What follows belongs to an exercise in optimizing a design on an open flow for small area, a short achievable clock period and few clock cycles; a production flow would make more cautious choices. RTL that was checked went through simulation tests only; none was proved equivalent to the original. Power figures rest on the tool's default switching activity, not on a simulated workload.

north:
## nmea_gga_position_parser
module nmea_gga_position_parser (
  input  logic        clk_i,
  input  logic        rst_ni,
  input  logic        in_valid_i,
  output logic        in_stall_o,
  input  logic [7:0]  rx_byte_i,
  output logic        out_valid_o,
  input  logic        out_stall_i,
  output logic [29:0] lat_e7_o,
  output logic [30:0] lon_e7_o,
  output logic        lat_ok_o,
  output logic        lon_ok_o,
  input  logic        cfg_valid_i,
  output logic        cfg_ready_o,
  input  logic [7:0]  cfg_field_separator_i
);
Size in the first run: ~1,200 cells after synthesis, roughly 130 flip-flops, ~87 I/O pins, ~8300 sq um of cells after synthesis.
export LEC_CHECK = 0
export ABC_AREA = 1
export CAP_MARGIN = 20
export CORE_MARGIN = 2
export CORE_UTILIZATION = 55
export CTS_BUF_LIST = sky130_fd_sc_hd__clkbuf_8
export SETUP_SLACK_MARGIN = 4.5
export SLEW_MARGIN = 20
create_clock -name core_clock -period 7.5 [get_ports {clk_i}]
standard.sh (not shown) runs the stock make flow with config.mk's settings and CLKGATE_MAP_FILE= SYNTH_SCRIPT=/design/flow/synth_recipe.tcl, a recipe that flattens the netlist after the stock synthesis.
==> flow/flow/run.sh <==
#!/bin/bash
# Standard layout, but the port buffers are buf_2 cells instead of the
# default pick, which is a slow delay buffer.
set -euo pipefail
export BUFFER_PORTS_ARGS="-buffer_cell sky130_fd_sc_hd__buf_2"
bash standard.sh > standard.log 2>&1
north reached the final stage; the timing, DRC and antenna checks on its layout passed.
Testbench counts of north, summed over its fixed seeds: cycles 28,425.
Changes in south relative to north:
# north
export LEC_CHECK = 0
export ABC_AREA = 1
export CAP_MARGIN = 20
export CORE_MARGIN = 2
export CORE_UTILIZATION = 55
export CTS_BUF_LIST = sky130_fd_sc_hd__clkbuf_8
export SETUP_SLACK_MARGIN = 4.5
export SLEW_MARGIN = 20
create_clock -name core_clock -period 7.5 [get_ports {clk_i}]
# south
export LEC_CHECK = 0
export ABC_AREA = 1
export CAP_MARGIN = 20
export CORE_MARGIN = 2
export CORE_UTILIZATION = 55
export SETUP_SLACK_MARGIN = 5.0
export SLEW_MARGIN = 20
create_clock -name core_clock -period 7.5 [get_ports {clk_i}]
Notes after the runs:
- Reported for north and south, height of the die turned out identical to the last digit.
- Simple-gate share of the synthesized area: south vs north — no meaningful difference
- north → south: time the final worst path needs with I/O delays and setup fell by 0.30 ns, post-cts gate resize count rose by 38.

========
== v29 ==
nmea_gga_position_parser, a different RTL version from the one above (not shown whole).
Size in the first run: about 870 cells after synthesis, about 120 flip-flops, about 87 I/O pins.
Settings: LEC_CHECK=0, CAP_MARGIN=20, CORE_MARGIN=2, CORE_UTILIZATION=40, SETUP_SLACK_MARGIN=4.5, SLEW_MARGIN=20; clock period 7.5 ns.
run.sh (not shown) runs the stock make flow with config.mk's settings and CLKGATE_MAP_FILE= SYNTH_SCRIPT=/design/flow/synth_recipe.tcl, a recipe that flattens the netlist after the stock synthesis.
Stock flow here: none of the scripts above is used.
Relative to v29, the following input files were edited for v34:
- changing SETUP_SLACK_MARGIN from 4.5 to 3
==> flow/flow/run.sh (new file) <==
#!/bin/bash
# Standard layout, but the port buffers are buf_2 cells instead of the
# default pick, which is a slow delay buffer.
set -euo pipefail
export BUFFER_PORTS_ARGS="-buffer_cell sky130_fd_sc_hd__buf_2"
bash standard.sh > standard.log 2>&1
==> flow/standard.sh (new file) <==
#!/bin/bash
# synth_recipe.tcl (not shown) runs the flow's synth.tcl, then flattens the netlist and writes it again
# the make line also repeats each setting of config.mk as NAME=value (left out here)
make -C /OpenROAD-flow-scripts/flow DESIGN_CONFIG=/design/flow/config.mk WORK_HOME=/design/flow/orfs CLKGATE_MAP_FILE= SYNTH_SCRIPT=/design/flow/synth_recipe.tcl "${@:-finish}"
removed: flow/run.sh
Notes after the runs:
Each of the runs, namely v29 and v34, reached the end of the flow and came out clean. Diff v29 and v34: sequential share of layout area lower in v29. Going from v29 to v34, internal power shrinks by about 6%. Taking v29 as the reference, in v34 overall power consumption shrank by about 3.5%; sequential power closely matched the old numbers; fmax shrank by about 11%; reg-to-reg setup timing slack decreased by 0.48 ns relative to the old numbers.
Relative to v34, the following input files were edited for v6:
- swapping 40 for 55 in CORE_UTILIZATION
- swapping 3 for 3.5 in SETUP_SLACK_MARGIN
### Flow results
On final area, the lower figure sits with v34, not v6. Row part of the power in the clock network: v6 higher / v34 lower. Diff v6..v34 | clock skew | negligible. Of the two candidates, v34 has the better via count and v6 the worse one. The wire length reported for v6 is greater than that of v34 by 1.0 mm. Non-clock buffer count went up by more than 10% going from v34 to v6. Higher sequential share of layout area goes to v34 over v6. A master of the slowest instance on the critical path of sky130_fd_sc_hd__dfxtp_1 is what v6 shows, while sky130_fd_sc_hd__dfrtp_2 belongs to v34.
Function was not checked in any run of this note: the RTL went through the layout flow alone.

========
run 1:
RTL: one of the versions met above, not the one the previous note started from.
For scale: roughly 1200 cells after synthesis, roughly 130 flip-flops, about 87 I/O pins, roughly 8300 um^2 of cells after synthesis.
Settings: LEC_CHECK=0, ABC_AREA=1, CAP_MARGIN=20, CORE_MARGIN=2, CORE_UTILIZATION=50, SETUP_SLACK_MARGIN=5, SLEW_MARGIN=20; clock period 7.5 ns.
standard.sh (not shown) runs the stock make flow with config.mk's settings and CLKGATE_MAP_FILE= SYNTH_SCRIPT=/design/flow/synth_recipe.tcl, a recipe that flattens the netlist after the stock synthesis.
==> flow/flow/run.sh <==
#!/bin/bash
# Standard layout, but the port buffers are buf_2 cells instead of the
# default pick, which is a slow delay buffer.
set -euo pipefail
export BUFFER_PORTS_ARGS="-buffer_cell sky130_fd_sc_hd__buf_2"
bash standard.sh > standard.log 2>&1
Testbench counts of run 1, summed over its fixed seeds: cycles 28,425.
Setup changes, run 1 to run 2
--- a/flow/config.mk
+++ b/flow/config.mk
@@ -10,3 +10,3 @@
 export CORE_MARGIN = 2
-export CORE_UTILIZATION = 50
+export CORE_UTILIZATION = 62
 export SETUP_SLACK_MARGIN = 5
Findings:
- Across run 1 and run 2, the outcome is the same: a clean finish for every run.
- Maximum achievable frequency essentially unchanged between run 2 and run 1.
- Transition at the pin with the smallest max-transition slack: run 2 > run 1
- Share of the cycle needed by the critical path after routing: run 1 vs run 2, no meaningful difference
- Worst max-slew margin expressed relative to the limit was lower in run 2 than in run 1.
Here is what was changed in the inputs of run 3 compared with run 2.
--- a/flow/config.mk
+++ b/flow/config.mk
@@ -7,7 +7,8 @@
 export LEC_CHECK = 0
-export ABC_AREA = 1
 export CAP_MARGIN = 20
 export CORE_MARGIN = 2
-export CORE_UTILIZATION = 62
-export SETUP_SLACK_MARGIN = 5
+export CORE_UTILIZATION = 55
+export CTS_CLUSTER_DIAMETER = 80
+export CTS_CLUSTER_SIZE = 40
+export SETUP_SLACK_MARGIN = 4.5
 export SLEW_MARGIN = 20
- Of run 2 and run 3, run 3 shows the lower global-route wire length before repair, with run 2 above it.
- What run 3 reported for cell count has to be multiplied by 1.3 to get the figure for run 2.
- Diff run 2 -> run 3: clock-buffer cell count lost 2; max-slew headroom at the worst pin lost 34 points.
- The flow did not stop early for run 3: all stages ran, and the layout cleared the timing, DRC and antenna checks.
- Run 3 vs run 2: via-per-instance ratio up by a few percent
- Between run 2 and run 3, the mapped cell area is lower for run 3.
- On clock-cell share of area, the higher figure sits with run 3, not run 2.

========
## build 12
nmea_gga_position_parser again, from the RTL that the note above started with.
export LEC_CHECK = 0
export ABC_AREA = 1
export CAP_MARGIN = 20
export CORE_MARGIN = 2
export CORE_UTILIZATION = 55
export SETUP_SLACK_MARGIN = 4.0
export SLEW_MARGIN = 20
create_clock -name core_clock -period 7.5 [get_ports {clk_i}]
Scripts as last shown in full above: flow/flow/run.sh
Testbench counts of build 12, summed over its fixed seeds: cycles 28,425.
Relative to build 12, the following input files were edited for build 4:
Settings: CAP_MARGIN: 20 -> 0; SETUP_SLACK_MARGIN: 4.0 -> 5; SLEW_MARGIN: 20 -> 0.
[summary]
- The headroom to the max-slew limit number comes out higher for build 4 vs build 12.
- For build 4, the critical path's slowest cell was sky130_fd_sc_hd__dfrtp_1, unlike build 12, where it was sky130_fd_sc_hd__clkinv_1.
- Between build 12 and build 4, logic gate share of total power is lower for build 12, build 4 comes in above that.
- In the reports for build 12 and build 4, the smaller number of setup buffers added after CTS belongs to build 12.
- Compared with build 12, build 4 ends up with a larger final cell area.
- Run comparison: build 12 launching instance or port of the critical path vld_q; build 4 launching instance or port of the critical path stall_q
Inputs modified between build 4 and build 14:
Settings: clearing ABC_AREA, which used to be 1; swapping 0 for 20 in SLEW_MARGIN; swapping 0 for 20 in CAP_MARGIN; swapping 5 for 4.5 in SETUP_SLACK_MARGIN.
Findings:
Min proportion of final cell area spent on non-clock buffers across build 4 and build 14: build 14
Relative to build 4, parity-gate share of the synthesized area counting xor and xnor cells increased by 1.9 points in build 14.
Shortest period the worst path allows in build 14 vs build 4: up 0.44 ns
Looking only at instance count after placement with tap cells included, and setting everything else aside, the higher value of build 4 and build 14 goes to build 4.
Final cell count without fillers of build 14 falls short of that of build 4 by more than 10%.
Against build 4, build 14 comes in 450 um2 lower on final cell area excluding filler cells.
Here is what was changed in the inputs of build 38 compared with build 14.
Settings: an added ABC_AREA of 1.
[summary]
Of build 38 and build 14, it is build 38 that has the higher met1 track utilization from global routing.
Total design power (build 38 vs. build 14) increases slightly
Comparing build 14 and build 38, part of the total power dissipated in the clock network is higher on build 14.
On achievable frequency: between build 14 and build 38, it ends up lower for build 14.

========
## rev 12
Starting RTL as in the previous note.
export LEC_CHECK = 0
export ABC_AREA = 1
export CAP_MARGIN = 20
export CORE_MARGIN = 2
export CORE_UTILIZATION = 55
export CTS_BUF_LIST = sky130_fd_sc_hd__clkbuf_8
export SETUP_SLACK_MARGIN = 5
export SLEW_MARGIN = 20
create_clock -name core_clock -period 7.5 [get_ports {clk_i}]
Scripts as last shown in full above: flow/flow/run.sh
Testbench counts of rev 12, summed over its fixed seeds: cycles 28,425.
### rev 12 -> rev 13
--- a/flow/config.mk
+++ b/flow/config.mk
@@ -12 +12 @@
-export CTS_BUF_LIST = sky130_fd_sc_hd__clkbuf_8
+export GPL_TIMING_DRIVEN = 1
Results
- Looking at the reports, rev 13 completed the entire flow and the layout it produced met the timing, DRC and antenna checks.
- Looking at met1 track utilization from global routing across rev 12 and rev 13, the one that comes out higher is rev 12.
- Cmp rev 12 and rev 13 / met3 usage / higher: rev 13
- First-iteration DRC count in rev 13 is 67 above rev 12.

========
Setup of the previous run:
nmea_gga_position_parser again, from the RTL that the note above started with.
Settings: LEC_CHECK=0, ABC_AREA=1, CAP_MARGIN=20, CORE_MARGIN=2, CORE_UTILIZATION=68, SETUP_SLACK_MARGIN=4.5, SLEW_MARGIN=20; clock period 7.5 ns.
Scripts as last shown in full above: flow/flow/run.sh
The previous run: PASS, flow complete, no timing, DRC or antenna violations
Testbench counts of the previous run, summed over its fixed seeds: cycles 28,425.
Inputs modified between the previous run and the current run:
Settings: swapping 68 for 55 in CORE_UTILIZATION; swapping 4.5 for 5.0 in SETUP_SLACK_MARGIN; clearing ABC_AREA, which used to be 1.
Results
- Relative to the previous run, the multi-input gate share of the layout cell area of the current run is higher by 1.8 points.
- Clock skew on the current run is down relative to the previous run.
- Area used by multi-input combinational logic, the current run vs the previous run: up by more than 10%
- The previous run → the current run: number of gates on the worst path with buffers counted fell 6; fraction of the cycle the final worst path needs rose 1.3 points; worst setup timing slack at the placement stage fell 150 ps; synthesized area per cell rose about 28%.
- As of the current run, sum of routed wire segments on met1 had risen by a little under 10% compared to the previous run.
- On setup slack: between the current run and the previous run, it ends up higher for the previous run.
- The current run has number of combinational gates with multiple inputs below what the previous run had.
- sky130_fd_sc_hd__o21ai_0 as the cell with the largest stage delay on the worst path was reported by the previous run, and sky130_fd_sc_hd__or4_4 by the current run.

========
## onyx
Another version of the RTL of nmea_gga_position_parser (not shown whole).
make LEC_CHECK=0 CAP_MARGIN=20 CORE_MARGIN=2 CORE_UTILIZATION=40 SETUP_SLACK_MARGIN=4 SLEW_MARGIN=20 finish   # period 7.5 ns
run.sh (not shown) runs the stock make flow with config.mk's settings and CLKGATE_MAP_FILE= SYNTH_SCRIPT=/design/flow/synth_recipe.tcl, a recipe that flattens the netlist after the stock synthesis.
Stock flow here: none of the scripts above is used.
onyx: full flow OK, the timing, DRC and antenna checks passed
--- input diff onyx..ember ---
- a deleted SETUP_SLACK_MARGIN that had been 4
==> results.txt <==
ember completed; timing, DRC and antenna clean. Going from onyx to ember, logic gate share of total power saw a decrease; number of violations reported at the end of detailed-routing iteration 0 decreased by 88 relative to the old numbers; routed wire length down about 13%; via count shows a reduction of about 7%; arrival time of data at the critical path endpoint now sits higher. Per the comparison of ember with onyx, non-clock buffer instance count of the final layout went down about 50%, global-route wire length before repair lower. Re accumulated negative setup slack: no difference whatsoever between ember and onyx. onyx → ember: power -about 8%, non-clock buffer area fraction after layout -5.4 points.
No run of this note included a check of the RTL's function; only the layout flow was run.

========
## run C
nmea_gga_position_parser, a different RTL version from the one above (not shown whole).
Size in the first run: roughly 1,300 cells after synthesis, ~87 I/O pins, roughly 0.0086 mm² of cells after synthesis.
clock: 7.5 ns
lec_check: 0
abc_area: 1
cap_margin: 20
core_margin: 2
core_utilization: 45
setup_slack_margin: 5
slew_margin: 20
standard.sh (not shown) runs the stock make flow with config.mk's settings and CLKGATE_MAP_FILE= SYNTH_SCRIPT=/design/flow/synth_recipe.tcl, a recipe that flattens the netlist after the stock synthesis.
Scripts as last shown in full above: flow/flow/run.sh
No stage failed in run C, and the final checks on the layout all came back clean.
Input changes introduced in run E (baseline for comparison: run C):
- CORE_UTILIZATION: 45 -> 55
## What came out
~same worst setup slack in run E and run C
Run E vs. run C: number of tapcells fell by 20%; clock-pin slew of the registers on the worst-case setup and hold paths stayed essentially flat.
Function was not checked in any run of this note: the RTL went through the layout flow alone.

[port drivers added, routing unchanged]
The flow's constraints put no driver on any port. The routed layouts listed below were extracted and timed again, unchanged, in two steps.
Step 1 assumes that a clkbuf_16 drives the clock port and a buf_2 every other input.
Step 2 times the ports against the registers' clock, not the clock port: input delays grow and output delays shrink by t, the midpoint of the rising clock arrivals with the driver on.
a / b / c = no drivers / after step 1 / after step 2; a / b = the first two.
run	t (ns)	slack for setup (ns)	hold WS [ns]	worst slew at a driven data input, ns
north	0.494	4.719 / 4.710 / 4.701	0.461 / 0.461 / 0.461	0.03
south	0.464	5.017 / 4.976 / 4.742	0.458 / 0.458 / 0.458	0.03
v29	0.466	3.688 / 3.688 / 3.688	0.434 / 0.434 / 0.434	0.03
v34	0.465	3.210 / 3.210 / 3.210	0.428 / 0.428 / 0.428	0.03
v6	0.462	3.501 / 3.501 / 3.501	0.432 / 0.432 / 0.432	0.03
run 1	0.470	5.007 / 4.962 / 4.760	0.458 / 0.458 / 0.458	0.03
run 2	0.469	5.012 / 4.970 / 4.777	0.464 / 0.464 / 0.464	0.03
run 3	0.466	4.580 / 4.580 / 4.580	0.468 / 0.468 / 0.468	0.03
build 12	0.467	4.511 / 4.511 / 4.511	0.459 / 0.459 / 0.459	0.03
build 4	0.464	5.017 / 4.976 / 4.742	0.458 / 0.458 / 0.458	0.03
build 14	0.466	4.580 / 4.580 / 4.580	0.468 / 0.468 / 0.468	0.03
build 38	0.464	4.770 / 4.755 / 4.745	0.461 / 0.461 / 0.461	0.03
rev 12	0.486	4.978 / 4.938 / 4.695	0.457 / 0.457 / 0.457	0.03
rev 13	0.464	5.017 / 4.976 / 4.742	0.458 / 0.458 / 0.458	0.03
the previous run	0.470	4.768 / 4.744 / 4.684	0.458 / 0.458 / 0.458	0.03
the current run	0.470	4.668 / 4.668 / 4.668	0.473 / 0.473 / 0.473	0.03
onyx	0.463	3.544 / 3.544 / 3.544	0.434 / 0.434 / 0.434	0.03
ember	0.465	2.443 / 2.443 / 2.443	0.435 / 0.435 / 0.435	0.03
run C	0.460	5.027 / 4.984 / 4.779	0.462 / 0.462 / 0.462	0.03
run E	0.474	5.025 / 4.978 / 4.704	0.458 / 0.458 / 0.458	0.03
After both steps every run listed still meets setup and hold. For run E, which loses most, drivers alone change the setup slack by -0.047 ns; drivers and shift together by -0.321 ns.
